Context: an optimization exercise on an open-source flow, tuned for small area, a short achievable clock period and few clock cycles per item. The choices shown serve that exercise and are no tape-out recipe.
The RTL was checked by simulation tests, not by an equivalence proof against the original design.
The clock port is modelled as an ideal driver, which makes a skipped or thinned clock tree look cheaper than it is; a real chip needs a root buffer or a tree.
Power figures rest on the tool's default switching activity, not on a simulated workload.

==> design/flow/design.v <==
package mfcc_delta_pkg;
    localparam int CEP_DATA_WIDTH = 16;
    localparam int NUM_CEP        = 13;
    localparam int DELTA_WIN      = 5;
    localparam logic [2:0] LAST_SLOT = 3'(DELTA_WIN - 1);
    localparam logic [2:0] WIN_FULL  = 3'(DELTA_WIN);
    typedef enum logic {
        FILL    = 1'b0,
        COMPUTE = 1'b1
    } state_t;
    function automatic logic [2:0] slot_sub(input logic [2:0] slot, input logic [2:0] off);
        logic [3:0] s;
        s = {1'b0, slot} + 4'd5 - {1'b0, off};
        if (s >= 4'd5) begin
            s = s - 4'd5;
        end
        slot_sub = s[2:0];
    endfunction
    function automatic logic [2:0] slot_inc(input logic [2:0] slot);
        slot_inc = (slot == LAST_SLOT) ? 3'd0 : slot + 3'd1;
    endfunction
endpackage
module delta_coef_index_cnt #(
    parameter int WIDTH = 7
) (
    input  logic             clk,
    input  logic             rst_n,
    input  logic             clr_i,
    input  logic             en_i,
    input  logic [WIDTH-1:0] limit_i,
    output logic [WIDTH-1:0] out_o,
    output logic             over_o
);
    logic [WIDTH-1:0] cnt_q;
    logic [WIDTH-1:0] cnt_d;
    assign over_o = (cnt_q == limit_i);
    assign out_o  = cnt_q;
    always_comb begin
        cnt_d = cnt_q;
        if (clr_i) begin
            cnt_d = '0;
        end else if (en_i) begin
            cnt_d = over_o ? '0 : cnt_q + WIDTH'(1);
        end
    end
    always_ff @(posedge clk or negedge rst_n) begin
        if (!rst_n) begin
            cnt_q <= '0;
        end else begin
            cnt_q <= cnt_d;
        end
    end
endmodule
module delta_cep_window_calc #(
    parameter int DATA_WIDTH = mfcc_delta_pkg::CEP_DATA_WIDTH,
    parameter int NUM_CEP    = mfcc_delta_pkg::NUM_CEP,
    parameter int IDX_WIDTH  = 7,
    parameter int OUT_WIDTH  = DATA_WIDTH + 3
) (
    input  logic                  clk,
    input  logic                  rst_n,
    input  logic                  clear,
    input  logic                  cep_in_valid,
    input  logic [DATA_WIDTH-1:0] cep_in_data,
    output logic                  cep_in_ready,
    output logic                  delta_valid,
    output logic [OUT_WIDTH-1:0]  delta_data,
    output logic [IDX_WIDTH-1:0]  delta_idx,
    output logic                  delta_frame_end
);
    localparam int RING = 2 * NUM_CEP;           
    localparam int SW   = $clog2(RING);
    localparam int KW   = $clog2(NUM_CEP);
    localparam logic [SW-1:0] SLOT   = SW'(RING - 2);    
    localparam logic [KW-1:0] K_LAST = KW'(NUM_CEP - 1);
    logic [DATA_WIDTH-1:0] p_q [RING];
    logic [DATA_WIDTH-1:0] q_q [RING];
    logic [DATA_WIDTH-1:0] in_data_q;
    logic                  ins_q;               
    logic                  ready_q;
    logic [SW-1:0]         slot_q, slot_d;      
    logic                  xfer;
    logic [KW-1:0]         k_q;                 
    logic [2:0]            frames_q;            
    logic                  ins;
    logic                  delta_valid_q;
    logic [OUT_WIDTH-1:0]  delta_data_q;
    logic [KW-1:0]         delta_idx_q;
    logic                  delta_frame_end_q;
    assign xfer = cep_in_valid & ready_q & ~clear;
    assign slot_d = xfer ? slot_q : ((slot_q == SW'(RING - 1)) ? '0 : slot_q + SW'(1));
    always_ff @(posedge clk or negedge rst_n) begin
        if (!rst_n) begin
            slot_q  <= SLOT - SW'(1);
            ready_q <= 1'b0;
            ins_q   <= 1'b0;
        end else begin
            slot_q  <= slot_d;
            ready_q <= xfer | (slot_q == SLOT - SW'(1));
            ins_q   <= xfer;
        end
    end
    always_ff @(posedge clk) begin
        in_data_q <= cep_in_data;
    end
    always_ff @(posedge clk) begin
        p_q[0] <= ins_q ? in_data_q   : p_q[RING-1];
        q_q[0] <= ins_q ? p_q[RING-1] : q_q[RING-1];
        for (int r = 1; r < RING; r++) begin
            p_q[r] <= p_q[r-1];
            q_q[r] <= q_q[r-1];
        end
    end
    logic [DATA_WIDTH-1:0] c_p1, c_m1, c_m2;
    logic [OUT_WIDTH-1:0]  op_x, op_y, op_z, op_w;
    logic [OUT_WIDTH-1:0]  s1, c1, s2, c2;
    assign c_p1 = p_q[NUM_CEP-1];
    assign c_m1 = q_q[NUM_CEP-1];
    assign c_m2 = q_q[RING-1];
    assign op_x = {{(OUT_WIDTH-DATA_WIDTH-1){in_data_q[DATA_WIDTH-1]}}, in_data_q, 1'b1};
    assign op_y = {{(OUT_WIDTH-DATA_WIDTH-1){~c_m2[DATA_WIDTH-1]}}, ~c_m2, 1'b1};
    assign op_z = {{(OUT_WIDTH-DATA_WIDTH){c_p1[DATA_WIDTH-1]}}, c_p1};
    assign op_w = {{(OUT_WIDTH-DATA_WIDTH){~c_m1[DATA_WIDTH-1]}}, ~c_m1};
    assign c1[0] = 1'b1;
    assign c2[0] = 1'b0;
    for (genvar i = 0; i < OUT_WIDTH; i++) begin : g_csa
        logic [1:0] r1, r2;
        assign r1 = 2'(op_x[i]) + 2'(op_y[i]) + 2'(op_z[i]);
        assign s1[i] = r1[0];
        if (i + 1 < OUT_WIDTH) assign c1[i+1] = r1[1];
        assign r2 = 2'(s1[i]) + 2'(c1[i]) + 2'(op_w[i]);
        assign s2[i] = r2[0];
        if (i + 1 < OUT_WIDTH) assign c2[i+1] = r2[1];
    end
    assign ins = ins_q & ~clear;
    always_ff @(posedge clk or negedge rst_n) begin
        if (!rst_n) begin
            k_q           <= '0;
            frames_q      <= '0;
            delta_valid_q <= 1'b0;
        end else begin
            delta_valid_q <= ins & frames_q[2];
            if (clear) begin
                k_q      <= '0;
                frames_q <= '0;
            end else if (ins) begin
                if (k_q == K_LAST) begin
                    k_q <= '0;
                    if (!frames_q[2]) frames_q <= frames_q + 3'd1;
                end else begin
                    k_q <= k_q + KW'(1);
                end
            end
        end
    end
    always_ff @(posedge clk) begin
        delta_data_q      <= s2 + c2;
        delta_idx_q       <= k_q;
        delta_frame_end_q <= (k_q == K_LAST);
    end
    assign cep_in_ready    = ready_q;
    assign delta_valid     = delta_valid_q;
    assign delta_data      = delta_data_q;
    assign delta_idx       = IDX_WIDTH'(delta_idx_q);
    assign delta_frame_end = delta_frame_end_q;
endmodule
==> design/flow/flow/run.sh <==
#!/bin/bash
set -euo pipefail
cd "$(dirname "$0")/.."
export CTS_ARGS="-sink_clustering_enable -repair_clock_nets -dont_use_dummy_load -sink_clustering_size 34 -sink_clustering_max_diameter 90 -buf_list {sky130_fd_sc_hd__clkbuf_8 sky130_fd_sc_hd__clkbuf_16}"
export BUFFER_PORTS_ARGS="-buffer_cell sky130_fd_sc_hd__buf_1"
export SETUP_SLACK_MARGIN=8.0
bash standard.sh cts > make_cts.log 2>&1
CTS_ODB="$PWD/orfs/results/$FLOW_PLATFORM/delta_cep_window_calc/base/4_cts.odb" CLK_PORT=clk \
  openroad -no_init -exit flow/unroot.tcl > unroot.log 2>&1
bash standard.sh > make.log 2>&1
==> design/flow/flow/unroot.tcl <==
# After CTS: the clock port drives a single root clock buffer, which drives a few first-level
# clock buffers. Remove the root buffer and split each first-level buffer's loads into two
# halves (by position), giving the second half a new buffer of the same cell, so that the port
# drives at most MAX_DIRECT first-level buffers, each with fewer loads.
set max_direct 4
set odb_file $::env(CTS_ODB)
read_db $odb_file
set block [ord::get_db_block]
set clknet [[$block findBTerm $::env(CLK_PORT)] getNet]

proc is_buf {inst} {
  return [regexp {^sky130_fd_sc_hd__(clk)?buf_[0-9]+$} [[$inst getMaster] getName]]
}
proc loads_of {net inst} {
  set loads {}
  foreach l [$net getITerms] {
    if {[[$l getInst] getName] ne [$inst getName]} { lappend loads $l }
  }
  return $loads
}

set iterms [$clknet getITerms]
if {[llength $iterms] != 1 || ![is_buf [[lindex $iterms 0] getInst]]} {
  puts "unroot: clock port does not drive a single buffer, left as is"
  write_db $odb_file
  exit 0
}
set it [lindex $iterms 0]
set root [$it getInst]
set rout [[$root findITerm X] getNet]
set mids [loads_of $rout $root]
if {[llength $mids] > $max_direct} {
  puts "unroot: root buffer drives [llength $mids] pins, left as is"
  write_db $odb_file
  exit 0
}
puts "unroot: removing [$root getName], port now drives [llength $mids] pins"
foreach l $mids { $l disconnect; $l connect $clknet }
$it disconnect
[$root findITerm X] disconnect
odb::dbInst_destroy $root
odb::dbNet_destroy $rout

# Split first-level buffers while the port stays within max_direct pins.
set n 0
foreach m $mids {
  if {[llength [$clknet getITerms]] >= $max_direct} { break }
  set minst [$m getInst]
  if {![is_buf $minst]} { continue }
  set mnet [[$minst findITerm X] getNet]
  set ls [loads_of $mnet $minst]
  if {[llength $ls] < 4} { continue }
  # split along the wider side of the loads' bounding box, at the median
  set pts {}
  foreach l $ls { lassign [[$l getInst] getLocation] x y; lappend pts [list $l $x $y] }
  set xs [lsort -integer [lmap p $pts {lindex $p 1}]]
  set ys [lsort -integer [lmap p $pts {lindex $p 2}]]
  set k [expr {([lindex $xs end] - [lindex $xs 0]) >= ([lindex $ys end] - [lindex $ys 0]) ? 1 : 2}]
  set sorted [lsort -integer -index $k $pts]
  set half [expr {[llength $sorted] / 2}]
  set g2 [lrange $sorted $half end]
  set g1 [lrange $sorted 0 [expr {$half - 1}]]
  set cx 0; set cy 0
  foreach p $g2 { incr cx [lindex $p 1]; incr cy [lindex $p 2] }
  set cx [expr {$cx / [llength $g2]}]; set cy [expr {$cy / [llength $g2]}]
  set name "clkbuf_split_${n}_clk"
  set nnet [odb::dbNet_create $block "clknet_split_${n}_clk"]
  $nnet setSigType CLOCK
  set ninst [odb::dbInst_create $block [$minst getMaster] $name]
  $ninst setLocation $cx $cy
  $ninst setPlacementStatus PLACED
  [$ninst findITerm A] connect $clknet
  [$ninst findITerm X] connect $nnet
  foreach p $g2 { set l [lindex $p 0]; $l disconnect; $l connect $nnet }
  # move the original buffer to the centroid of the loads it keeps
  set cx 0; set cy 0
  foreach p $g1 { incr cx [lindex $p 1]; incr cy [lindex $p 2] }
  $minst setLocation [expr {$cx / [llength $g1]}] [expr {$cy / [llength $g1]}]
  puts "unroot: split [$minst getName]: [llength $g1] + [llength $g2] loads ($name)"
  incr n
}
global_connect
detailed_placement
check_placement
write_db $odb_file
==> design/flow/standard.sh <==
#!/bin/bash
# synth_recipe.tcl (not shown) runs the flow's synth.tcl, then flattens the netlist and writes it again
# the make line also repeats each setting of config.mk as NAME=value (left out here)
make -C /OpenROAD-flow-scripts/flow DESIGN_CONFIG=/design/flow/config.mk WORK_HOME=/design/flow/orfs CLKGATE_MAP_FILE= SYNTH_SCRIPT=/design/flow/synth_recipe.tcl "${@:-finish}"
==> design/flow/config.mk <==
export PLATFORM = sky130hd
export DESIGN_NAME = delta_cep_window_calc
export DESIGN_NICKNAME = delta_cep_window_calc
export VERILOG_FILES = /design/flow/design.v
export SDC_FILE = /design/flow/constraint.sdc
export NUM_CORES = 4
export LEC_CHECK = 0
export CAP_MARGIN = 20
export CORE_MARGIN = 2
export CORE_UTILIZATION = 80
export PLACE_DENSITY = 0.88
export SLEW_MARGIN = 20
==> design/flow/constraint.sdc <==
create_clock -name core_clock -period 11.0 [get_ports {clk}]
set_input_delay 2.2000 -clock core_clock [delete_from_list [all_inputs] [get_ports {clk}]]
set_output_delay 2.2000 -clock core_clock [all_outputs]
set_load 0.01 [all_outputs]
==> results of run 1 <==
[cells in the mapped netlist, drive strengths merged (2+ instances only)]
library cell	instances	area [sq um]
dfrtp	11	275.3
xnor2	13	113.9
fa	33	660.6
a31oi	4	25.02
buf	6	36.28
o21ai	26	133.9
mux2	18	202.7
inv	80	300.3
ha	24	300.3
nor2	17	63.81
a21oi	19	98.85
nand2	36	135.1
nand3	5	25.02
a21o	3	22.52
dfstp	4	105.1
clkbuf	5	18.77
nor2b	4	27.53
o21a	2	15.01
o21bai	2	15.01
o2111ai	2	17.52
dfxtp	872	17460
nand4	3	18.77
xor2	4	35.03
or2	3	18.77
mux2i	3	30.03
[through the flow]
step / setup slack, ns / total power, mW / cell area [sq um] / util / cells
3_5_place_dp: 7.625 / 4.044 / 20860 / 0.8331 / 1584
2_1_floorplan: 7.925 / 3.862 / 20340 / - / 1219
3_3_place_gp: 7.802 / 3.972 / 20860 / 0.8331 / 1584
[how the worst max path moves through the flow]
| stage | endpoint | from | slack (ns) |
|---|---|---|---|
| after floorplan | slot_q[2] | clear | 7.93 |
| after global placement | slot_q[3] | clear | 7.80 |
| after detailed placement | delta_data_q[15] | in_data_q[1] | 7.62 |
[cell families after synthesis]
| group | after synthesis |
|---|---|
| AOI/OAI and AO/OA | 67 |
| adders and majority gates | 57 |
| DFF | 887 |
| muxes | 21 |
| and+or+nand+nor | 76 |
| other | 1 |
| xor gates and xnor gates | 17 |
| buffers and inverters | 91 |
[power by group through the flow]
stage	Sequential [mW]	Clock [mW]	Combinational, mW
detailed placement	3.71	0	0.336
global placement	3.68	0	0.290
floorplan	3.66	0	0.200
==> run notes, run 1 <==
Synthesis
The fraction of the yosys area taken by sequential cells is 0.8785. The arithmetic-cell share of the synthesized area counting full adders, half adders and majority gates is 0.04733. Of the total synthesized cell area, the portion taken by XOR and XNOR cells is 0.007333.

The mean cell area of the mapped netlist is 16.68 sq um. In this run, synthesis inferred 0 flip-flops with an integrated enable. The predominant post-synthesis flop cell is sky130_fd_sc_hd__dfxtp_1. The flip-flop and latch count after synthesis is 887. By area, the combinational part of the netlist is dominated by adder cells. After synthesis, the share of flip-flops with an asynchronous set or reset is 0.01691.

For this run, the number of Yosys warnings is 3. Of the total synthesized cell area, the portion taken by AND, OR, NAND and NOR gates is 0.01744. The post-synthesis cell area is 20,300 sq um.

Of the post-synthesis cell area, the part taken by muxes is 0.01146. After synthesis, the netlist uses 48 different library cells. The synthesized instance count is 1,217. The share of the synthesized area in compound gates (AO/OA/AOI/OAI) was 0.02021.

Clocking
The root cell of the clock tree is sky130_fd_sc_hd__clkbuf_16. The total of hold buffers inserted after clock tree synthesis is 0. The number of setup buffers added after CTS is 16. The clock passes through at most 3 buffers. The level count of the clock H-tree is 1.

The number of CTS-inserted buffers is 30. The total clock sinks is 887. The post-cts resize count is 165.

Floorplan
The die extent in x is 163.3 microns. The number of ports placed on the die boundary is 49. The die is 163.3 microns tall. The floorplan has 58 rows. The starting utilization of the core area is 0.8109.

Placed design
Summed over all nets, the half-perimeter wirelength after detailed placement is 21,210 microns. The congestion estimate from routability-driven global placement came to 0.7929. The count of buffers inserted at the top-level ports is 45.

Outcome
The stopping stage is clock tree synthesis (4_1_cts). The run stopped with a tool error. The tool reported: "[ERROR DPL-0033] detailed placement checks failed during check placement".
Testbench counts, summed over its fixed seeds: cycles 5,016, items 4,576.
==> run 2, diff against run 1 <==
--- a/design/flow/config.mk
+++ b/design/flow/config.mk
@@ -9,4 +9,4 @@
 export CORE_MARGIN = 2
-export CORE_UTILIZATION = 80
-export PLACE_DENSITY = 0.88
+export CORE_UTILIZATION = 70
+export PLACE_DENSITY = 0.78
 export SLEW_MARGIN = 20
==> run notes, run 2 <==
Outcome
The run finished with no timing, DRC or antenna violations.

Synthesis
The average instance in the mapped netlist occupies 16.68 sq um. Of the total synthesized cell area, the portion taken by full adders, half adders and majority gates is 0.04733. The predominant post-synthesis flop cell is sky130_fd_sc_hd__dfxtp_1. The xor/xnor share of the synthesized area is 0.007333.

The synthesized instance count is 1,217. The number of synthesized flops with an enable pin is 0. The commonest cells after synthesis are sky130_fd_sc_hd__dfxtp_1, sky130_fd_sc_hd__inv_1, sky130_fd_sc_hd__nand2_1. The Yosys step of the flow raised 3 warnings. The proportion of register bits with asynchronous set or reset after synthesis is 0.01691. The share of synthesized cell area in and, or, nand and nor gates is 0.01744. The flip-flop and latch count after synthesis is 887. Of the post-synthesis cell area, the dominant cell type holds 0.8598. Of the post-synthesis cell area, the part taken by muxes is 0.01146. The share of the synthesized area in compound gates (AO/OA/AOI/OAI) is 0.02021. The most instantiated library cell after synthesis is sky130_fd_sc_hd__dfxtp_1. The post-synthesis cell type count is 48.

Of the synthesized area, sequential elements account for 0.8785. After synthesis, the largest family of logic cells by area is adder cells. In the post-synthesis netlist, the biggest area contributors are sky130_fd_sc_hd__dfxtp_1, sky130_fd_sc_hd__fa_1, sky130_fd_sc_hd__ha_1. The top cell type by total area after synthesis is sky130_fd_sc_hd__dfxtp_1. The cell area that synthesis handed to floorplanning was 20,300 sq um.

Floorplan
The number of ports placed on the die boundary is 49. The height of the die is 174.3 microns. The starting utilization of the core area is 0.7093. The die area is 30,380 sq um.

The placeable core area is 28,630 sq um. In this run the horizontal extent of the chip is 174.3 microns. The number of rows created at floorplan is 62.

STA
In this run the tightest slew margin relative to its limit is 0.4826. Setup repair after global routing could not meet its margin everywhere. The routed design could run at a clock period as short as 3.091 ns. The total count of max-transition violations in the final report is 0. The total count of hold-check failures in the final report is 0.

The final setup violation count is 0. Clock skew on the completed layout was measured at 0.06277 ns. The worst-margin pin slew is 0.7761 ns. Of the available clock period, the critical path in the final layout requires 0.2810. The maximum frequency from static timing analysis is 0.3235 GHz. Setup total negative slack on the finished layout was measured at 0 ns.

Clocking
After clock tree synthesis, the flow added hold-fix buffers numbering 0. Clock-pin slew was measured on the worst setup and hold paths at 0.12 ns. The clock network latency to the later pin of the worst-skew pair is 0.36 ns. The total clock sinks is 887.

Finish
The number of cells in the finished layout apart from fillers is 1,678. The synthesis-to-layout area growth is 9.293%. In the layout the commonest cells are sky130_fd_sc_hd__dfxtp_1, sky130_fd_sc_hd__inv_1, sky130_fd_sc_hd__nand2_1.

The largest registers in the layout are p_q: 416 flops, q_q: 416 flops, delta_data_q: 19 flops. The layout net count is 1,373. The total inserted antenna cells is 0. The library cell used most frequently in the layout, excluding fill and tap cells, is sky130_fd_sc_hd__dfxtp_1. In the final layout, the share of cells above drive strength 1 is 0.1182.

Placed design
Summed over all nets, the half-perimeter wirelength after detailed placement is 15,550 microns. Input and output buffers added on the ports amount to 45. The final weighted congestion of routability-driven global placement is 0.7559.

Counting tap cells, the placed design contains a total of 1,638 instances.

Detailed routing
For this block, the initial DRC count from the detailed router was 381. The number of routed nets with antenna violations is 0. For this run, design rule violations remaining after detail routing come to 0. The first detailed-routing pass took 4 iterations. The routed design has 27,360 microns of wire. The routed layout has 7,766 vias. The per-cell via count in the routed design is 4.628. The post-detailed-route wirelength per cell is 16.30 microns.

Power
Dividing total power by cell area gives a power density of 243.7 nW/um^2. Summed over all cells, the static leakage comes to 9.283 nW. IR analysis of the VDD net gives a maximum drop of 0.0001840 V.

Setup path
STA classifies the critical path endpoint as a primary output. STA classifies the critical path startpoint as a flop. Together, buffers and inverters on the worst path number 1. The family of cells with the greatest summed delay on the critical path is flip-flops. The arrival time of the worst setup path is 0.89 ns.

The critical-path cell with the highest stage delay is sky130_fd_sc_hd__dfrtp_1. Walking the worst path, the cells encountered are clkbuf_2. The required arrival time at the worst endpoint is 8.80 ns.

Of all nets on the critical path, the largest fanout is 2. For this run, the slowest stage of the critical path takes 0.40 ns. The class of the most critical setup path is flop to primary output.

Global route
The wire length of the first global-routing pass is 41,650 microns. Entering global routing, the biggest net connects 35 pins. The number of antenna violations at the first check in global routing is 0. The number of global-route vias before repair is 8,087.

Global routing finished with a remaining overflow of 0. The overall track demand over capacity in global routing is 0.1785.

Job
The tool flagged a number of max-cap violations equal to 0.

Min path
The kind of path behind the tightest hold check is flop to flop.
-- run 2: layout make-up --
class | instances | area (sq um)
Fill cell | 1523 | 6435
Timing Repair Buffer | 55 | 374.1
Sequential cell | 887 | 17870
Tap cell | 384 | 480.5
Buffer | 2 | 50.05
Clock buffer | 29 | 725.7
Inverter | 80 | 300.3
Multi-Input combinational cell | 241 | 2394
-- run 2: final timing paths --
check / slack [ns] / from / to / cells past startpoint
min in group asynchronous: 1.87 / rst_n / frames_q[2] / 1
max in group asynchronous: 8.61 / rst_n / ins_q / 1
max: 7.91 / ready_q / cep_in_ready / 1
min: 0.26 / p_q[21][12] / p_q[22][12] / 0
max reg2reg: 7.98 / q_q[25][4] / delta_data_q[12] / 13
min reg2reg: 0.26 / p_q[21][12] / p_q[22][12] / 0
-- run 2: power by group --
| group | internal [mW] | leakage (nW) | switching, mW |
|---|---|---|---|
| Clock | 0.516 | 0.382 | 0.832 |
| Sequential | 3.52 | 7.27 | 0.120 |
| Combinational | 0.205 | 1.63 | 0.213 |
| Total | 4.24 | 9.28 | 1.16 |
-- run 2: through the flow --
stage | utilization | power (mW) | instance area [sq um] | setup slack (ns) | hold WS, ns
after floorplan | - | 3.862 | 20340 | 7.925 | 0.3096
after global placement | 0.7310 | 3.975 | 20930 | 7.753 | 0.3098
after detailed placement | 0.7310 | 3.998 | 20930 | 7.739 | 0.3121
after CTS | 0.7659 | 5.370 | 21920 | 7.655 | 0.2615
after global routing | 0.7752 | 5.607 | 22190 | 7.857 | 0.2558
final | 0.7752 | 5.407 | 22190 | 7.909 | 0.2631
-- run 2: cell families after synthesis --
kind of cell	Yosys count
fa+ha+maj	57
simple gates	76
other cells	1
xor+xnor	17
flops	887
buf+inv	91
mux	21
compound gates	67
-- run 2: per-layer routing --
| metal | GRT usage | vias to the layer above | part of all wire |
|---|---|---|---|
| li1 | - | 3885 | - |
| met1 | 0.2541 | 3759 | 0.49 |
| met2 | 0.2925 | 82 | 0.47 |
| met3 | 0.02953 | 40 | 0.023 |
| met4 | 0.04062 | 0 | 0.019 |
| met5 | 0 | - | 0 |
-- run 2: what timing repair did --
item                       4_1_cts  5_1_grt
setup buffers                    6        3
pin swaps                        6       21
gates resized for setup         68       46
setup endpoints to repair       31       33
hold endpoints to repair         0        0
==> run 3, diff against run 2 <==
--- a/design/flow/flow/run.sh
+++ b/design/flow/flow/run.sh
@@ -5,3 +5,3 @@
 export BUFFER_PORTS_ARGS="-buffer_cell sky130_fd_sc_hd__buf_1"
-export SETUP_SLACK_MARGIN=8.0
+export SETUP_SLACK_MARGIN=8.15
 bash standard.sh cts > make_cts.log 2>&1
==> run notes, run 3 <==
Floorplan
The height of the die is 174.3 microns. The number of ports placed on the die boundary is 49. The starting utilization of the core area is 0.7093. In this run the core area contains 62 standard-cell rows.

The core region is 28,630 sq um. The floorplan step defined a die boundary enclosing 30,380 sq um. The die extent in x is 174.3 microns.

Finish
The synthesis-to-layout area growth is 10.12%. Of the cells placed in the final design, the portion with a size suffix greater than 1 is 0.1390. The library cells used most frequently in the layout, excluding fill and tap cells, are sky130_fd_sc_hd__dfxtp_1, sky130_fd_sc_hd__inv_1, sky130_fd_sc_hd__nand2_1.

The most common cell after layout, fill and taps aside is sky130_fd_sc_hd__dfxtp_1. The largest registers in the layout are p_q: 416 flops, q_q: 416 flops, delta_data_q: 19 flops. The layout net count is 1,381. The total inserted antenna cells is 0.

Setup path
The worst setup path is captured at a primary output. For this run, the slowest stage of the critical path takes 0.39 ns. The arrival time of the worst setup path is 0.91 ns.

In this run the worst path has a maximum fanout of 2. Traced cell by cell, the critical path runs through buf_2. The launching element type of the critical path is a flop.

The critical-path cell with the highest stage delay is sky130_fd_sc_hd__dfrtp_1. In this design, the largest share of critical-path delay is due to flip-flops. The number of buffers and inverters on the critical path is 1. Data on the critical path is required at its endpoint by 8.80 ns. The class of the most critical setup path is flop to primary output.

Detailed routing
Once detail routing completed, the nets flagged for antenna violations numbered 0. The detailed-router iteration count before antenna repair is 4. After the first detailed-routing iteration, the DRC count stood at 579. The per-cell via count in the routed design is 4.656. The final layout contains routed wiring with a total length of 27,990 microns. The post-detailed-route wirelength per cell is 16.60 microns. The overall via count from detail_route is 7,850. The number of DRC violations after detailed routing is 0.

STA
The final critical-path required period is 3.106 ns. The total count of hold-check failures in the final report is 0. For the pin with the worst max-slew slack, the measured transition is 0.8126 ns. Setup repair after global routing could not meet its margin everywhere.

The final setup skew is 0.06737 ns. The total count of max-transition violations in the final report was 0. The part of the cycle the worst path needs is 0.2824.

Static timing analysis puts the maximum clock frequency at 0.3219 GHz. The final setup violation count is 0. Headroom to the max-slew limit came out at 0.4583. The accumulated negative setup slack is 0 ns. On the final layout, the worst hold slack is 0.2502 ns.

Power
Summed over all cells, the static leakage comes to 9.343 nW. The combinational cell fraction of total power is 0.087. The worst-case IR drop observed on VDD is 0.0001655 V. Of the total power, registers draw 0.667. Of the total power, the share spent switching nets is 0.2177. The total power of the final layout is 5.456 mW. The net switching component of the power is 1.188 mW. Of the total power, the clock network draws 0.246. The cell internal power dissipation is 4.268 mW.

Power spread over the standard cell area amounts to 244.0 nW/um^2.

Synthesis
The top cell type by total area after synthesis is sky130_fd_sc_hd__dfxtp_1. By instance count, the leading cell after synthesis is sky130_fd_sc_hd__dfxtp_1. For this run, the number of Yosys warnings is 3. The post-synthesis cell type count is 48.

The number of synthesized flops with an enable pin is 0. The flip-flop and latch count after synthesis is 887. The share of synthesized area in the top cell type comes to 0.8598. The predominant post-synthesis flop cell is sky130_fd_sc_hd__dfxtp_1. In this run the cell area of the synthesized design comes to 20,300 sq um. By count the netlist is led by sky130_fd_sc_hd__dfxtp_1, sky130_fd_sc_hd__inv_1, sky130_fd_sc_hd__nand2_1. After synthesis, the share of flip-flops with an asynchronous set or reset is 0.01691. By area the synthesized netlist is led by sky130_fd_sc_hd__dfxtp_1, sky130_fd_sc_hd__fa_1, sky130_fd_sc_hd__ha_1.

The fraction of the yosys area taken by sequential cells is 0.8785. Synthesis handed over a netlist of 1,217 instances. In this run the mean area of a mapped cell was 16.68 sq um.

Clocking
After clock tree synthesis, the clock-pin slew on the worst setup and hold paths is 0.11 ns. The total clock sinks is 887. In this run, post-CTS hold repair placed 0 buffers. Clock latency on the worst-skew pair, taken at its later pin, is 0.37 ns.

Placed design
The count of buffers inserted at the top-level ports is 45. The final weighted congestion of routability-driven global placement is 0.7644. The half-perimeter wire length after placement is 15,920 microns.

Global route
The number of global-route vias before repair is 8,118. The largest net degree at the start of global routing is 58. The overall track demand over capacity in global routing is 0.1836. The wire length of the first global-routing pass is 42,620 microns. After global routing the overflow that remains totals 0. The number of antenna violations at the first check in global routing is 0.

Min path
The path class of the tightest hold or removal check is flop to flop.

Job
The number of max-cap violations is 0.

Outcome
The flow ran to the end and the layout has no timing, DRC or antenna violations.
==> run 3: cell counts after synthesis <==
No cell type changed its count.
==> run 3: final cells by class <==
| type | instances | area [sq um] |
|---|---|---|
| buffer | 2 | 50.05 |
| clock buffer | 29 | 725.7 |
| fill | 1517 | 6266 |
| inverter | 80 | 300.3 |
| multi-input combinational | 241 | 2477 |
| sequential | 887 | 17870 |
| tap | 384 | 480.5 |
| timing repair buffer | 63 | 451.7 |
==> run 3: final timing paths <==
kind                         startpoint               end  slack (ns)  cells past startpoint
setup / recovery                ready_q      cep_in_ready        7.89                      1
hold / removal               q_q[1][12]        q_q[2][12]        0.25                      0
setup reg to reg           in_data_q[3]  delta_data_q[12]        7.92                      9
hold reg to reg              q_q[1][12]        q_q[2][12]        0.25                      0
max in group asynchronous         rst_n             ins_q        8.58                      1
min in group asynchronous         rst_n             ins_q        1.88                      1
==> run 3: cells by family after synthesis <==
kind of cell    Yosys count  share of synthesized area
compound gates           67                    0.02021
xor+xnor                 17                   0.007333
fa+ha+maj                57                    0.04733
buf+inv                  91                    0.01750
flops                   887                     0.8785
mux                      21                    0.01146
other cells               1                  0.0001847
simple gates             76                    0.01744
==> run 3: timing repair <==
item | CTS | global route
pin swaps | 21 | 22
resized for setup | 91 | 46
cloned | 0 | 0
endpoints found under the setup margin | 37 | 39
buffers inserted | 10 | 7
hold endpoints to repair | 0 | 0
==> run 3: per-layer routing <==
| layer | global-route usage | part of all wire | wire, microns |
|---|---|---|---|
| met1 | 0.2580 | 0.47 | 13080 |
| met2 | 0.3029 | 0.47 | 13230 |
| met3 | 0.02122 | 0.023 | 653 |
| met4 | 0.06057 | 0.037 | 1025 |
| met5 | 0 | 0 | 0 |
==> run 3: through the flow <==
stage	instance area (sq um)	cells	setup slack, ns	utilization
floorplan	20340	1219	7.925	-
global placement	20930	1638	7.775	0.7310
detailed placement	20930	1638	7.691	0.7310
CTS	22060	1678	7.633	0.7707
global route	22360	1686	7.841	0.7811
finish	22360	1686	7.894	0.7811
==> run 3: power by group through the flow <==
stage / registers [mW] / clock network [mW] / logic (mW)
global route: 3.67 / 1.47 / 0.510
floorplan: 3.66 / 0 / 0.200
detailed placement: 3.70 / 0 / 0.312
CTS: 3.64 / 1.36 / 0.400
global placement: 3.68 / 0 / 0.296
finish: 3.64 / 1.34 / 0.477

==> afterwards: timing with drivers on the ports <==
Ports are ideal in the flow. The routed layouts listed here were re-timed in OpenROAD. Step 1 (the two cells are an assumption about what drives the block):
set clk [get_ports {clk}]
set_driving_cell -lib_cell sky130_fd_sc_hd__clkbuf_16 $clk
set_driving_cell -lib_cell sky130_fd_sc_hd__buf_2 [delete_from_list [all_inputs] $clk]
Step 2 also shifts input and output timing later by t, the mid clock arrival at the registers, as if the neighbouring blocks saw the same clock. a / b / c = no drivers / after step 1 / after step 2; a / b = the first two.
run	shift t [ns]	setup WS [ns]	slew at the worst register clock pin (ns)	pins driven straight from the clock port
run 2	0.442	7.909 / 7.803 / 7.784	0.12 / 0.12	4
run 3	0.442	7.894 / 7.789 / 7.883	0.12 / 0.12	4
After both steps setup and hold are still met in every run listed. For run 2, which loses most, drivers alone change the setup slack by -0.106 ns; drivers and shift together by -0.125 ns.
